This design comes from an exercise in tuning for small area and a short achievable clock period on the open sky130 flow, not from production work.
The RTL was checked by simulation tests, not by an equivalence proof against the original design.
Power figures rest on the tool's default switching activity, not on a simulated workload.

== job 5227 ==
## scoreboard_ctrl
module scoreboard_ctrl (
    input  logic                      clk,
    input  logic                      rst,
    input  sb_pkg::inst_t             inst,
    input  logic                      inst_valid,
    input  logic [sb_pkg::num_fu-1:0] fu_done,
    output logic                      issue_ack,
    output logic [sb_pkg::num_fu-1:0] ro_en,
    output sb_pkg::fu_op_t            ro_op,
    output sb_pkg::reg_idx_t          rs1_ctrl,
    output sb_pkg::reg_idx_t          rs2_ctrl,
    output logic                      reg_write,
    output sb_pkg::fu_id_t            wb_fu,
    output sb_pkg::reg_idx_t          rd_ctrl
);
For scale: roughly 610 cells after synthesis, roughly 120 flip-flops, roughly 68 I/O pins.
==> flow/config.mk <==
export PLATFORM = sky130hd
export DESIGN_NAME = scoreboard_ctrl
export DESIGN_NICKNAME = scoreboard_ctrl
export VERILOG_FILES = /design/flow/design.v
export SDC_FILE = /design/flow/constraint.sdc
export NUM_CORES = 4
export LEC_CHECK = 0
export CAP_MARGIN = 20
export CORE_MARGIN = 2
export CORE_UTILIZATION = 75
export SETUP_SLACK_MARGIN = 2.0
export SLEW_MARGIN = 20
==> flow/constraint.sdc <==
create_clock -name core_clock -period 4.5 [get_ports {clk}]
set_input_delay 0.9000 -clock core_clock [delete_from_list [all_inputs] [get_ports {clk}]]
set_output_delay 0.9000 -clock core_clock [all_outputs]
set_load 0.01 [all_outputs]
standard.sh (not shown) runs the stock make flow with config.mk's settings and CLKGATE_MAP_FILE= SYNTH_SCRIPT=/design/flow/synth_recipe.tcl, a recipe that flattens the netlist after the stock synthesis.
==> flow/flow/run.sh <==
#!/bin/bash
# Standard ORFS layout with two changes: the port buffers are plain buffers
# instead of the delay cells buffer_ports picks on its own, and the clock tree
# uses smaller clock buffers and no dummy balancing loads.
set -euo pipefail
export BUFFER_PORTS_ARGS="-buffer_cell sky130_fd_sc_hd__buf_2"
export CTS_ARGS="-sink_clustering_enable -repair_clock_nets -dont_use_dummy_load -buf_list sky130_fd_sc_hd__clkbuf_8 -sink_clustering_size 30"
bash standard.sh > make.log 2>&1
--- input diff job 5227..job 4586 ---
--- a/flow/config.mk
+++ b/flow/config.mk
@@ -9,4 +9,4 @@
 export CORE_MARGIN = 2
-export CORE_UTILIZATION = 75
-export SETUP_SLACK_MARGIN = 2.0
+export CORE_UTILIZATION = 65
+export SETUP_SLACK_MARGIN = 2.2
 export SLEW_MARGIN = 20
- | final worst-path cycle share | job 4586 vs job 5227 | 3.4 points lower |
- Comparing job 5227 with job 4586, the sequential power came out essentially unchanged.
- Looking at critical path class, the reg2reg result is from job 5227; the reg2out one comes from job 4586.
- For job 4586, the worst setup path startpoint was rog[1]$_DFF_PP0_, unlike job 5227, where it was wbg[1]$_DFF_PP0_.
- Against job 5227, job 4586 comes in 0.36 lower on average vias per placed instance.
- Area enclosed by the die boundary in job 4586 is about 15% higher than in job 5227
- | core utilization | job 4586 vs job 5227 | 3.0 points lower |
- Going from job 5227 to job 4586, remaining max-slew budget at the tightest pin shrinks by 1.6 points.
- Maximum clock frequency, job 5227 and job 4586: lower on job 5227
- In job 4586 the inserted tap cell count turned out 23% higher than in job 5227.
## Diff of input files: job 6846 against job 4586
--- a/flow/config.mk
+++ b/flow/config.mk
@@ -9,4 +9,4 @@
 export CORE_MARGIN = 2
-export CORE_UTILIZATION = 65
-export SETUP_SLACK_MARGIN = 2.2
+export CORE_UTILIZATION = 70
+export SETUP_SLACK_MARGIN = 2.0
 export SLEW_MARGIN = 20
Findings:
Of job 6846 and job 4586, the run reporting the higher power dissipated in sequential cells was job 4586. Job 6846 vs job 4586: net switching share of the total power down in job 6846. The clock period minus worst slack reported for job 6846 is greater than that of job 4586 by 0.035 ns. Between job 6846 and job 4586, it is job 6846 whose number of signal-net buffers in the layout is lower, by 42. Re fraction of power consumed by combinational cells: job 4586 was higher than job 6846. Compare job 6846 and job 4586 | sum of net half-perimeters after detailed placement lower: job 6846. Sequential share of layout area: job 6846 and job 4586 compared, lower one is job 4586. Delta (job 6846 minus job 4586): layout overhead on the synthesized area dropped 12 points, fmax decreased about 1.4%. Each of the runs, namely job 6846 and job 4586, reached the end of the flow and came out clean. Taking job 4586 as the reference, in job 6846 fraction of power consumed by the clock network went up, setup slack fell by 0.035 ns.
#### Input delta (job 5677 over job 6846)
--- a/flow/config.mk
+++ b/flow/config.mk
@@ -9,4 +9,4 @@
 export CORE_MARGIN = 2
-export CORE_UTILIZATION = 70
-export SETUP_SLACK_MARGIN = 2.0
+export CORE_UTILIZATION = 65
+export SETUP_SLACK_MARGIN = 2.1
 export SLEW_MARGIN = 20
## What came out
- Power for job 5677 is higher than for job 6846.
- On maximum single-stage delay on the critical path: job 5677 sits below job 6846.
- Relative to job 6846, global-route usage over all layers has decreased by 2.5 points in job 5677.
- Of job 5677 and job 6846, it is job 5677 that has the lower final worst slack.
- Job 6846 and job 5677 ended up with nearly the same relative contribution of combinational cells to total power.
- The number of slew-limit violations in the final report of job 6846 and that of job 5677 are within noise of each other.
- As far as HPWL reported at the end of detailed placement is concerned, job 6846 and job 5677 perform about the same.
- Lower power spent charging and discharging nets was reported by job 6846, not job 5677.
- Compared to job 6846, the router laid down more metal wire for job 5677.

re-timing with driven ports:
How much do the figures lean on ideal ports? The routed layouts below were timed once more, with nothing changed but the port constraints. Step 1: set_driving_cell puts a clkbuf_16 on clk and a buf_2 on each other input, an assumption about the parent block. Step 2 also shifts input and output timing later by t, the mid clock arrival at the registers, as if the neighbouring blocks saw the same clock. a / b / c = no drivers / after step 1 / after step 2; a / b = the first two.
run | t (ns) | setup slack, ns | worst slew at a driven data input, ns
job 5227 | 0.451 | 1.897 / 1.897 / 1.552 | 0.06
job 4586 | 0.477 | 2.050 / 2.011 / 1.674 | 0.09
job 6846 | 0.466 | 2.015 / 1.980 / 1.615 | 0.05
job 5677 | 0.490 | 1.985 / 1.985 / 1.588 | 0.04
After both steps setup and hold are still met in every run listed. For job 6846, which loses most, drivers alone change the setup slack by -0.035 ns; drivers and shift together by -0.400 ns.
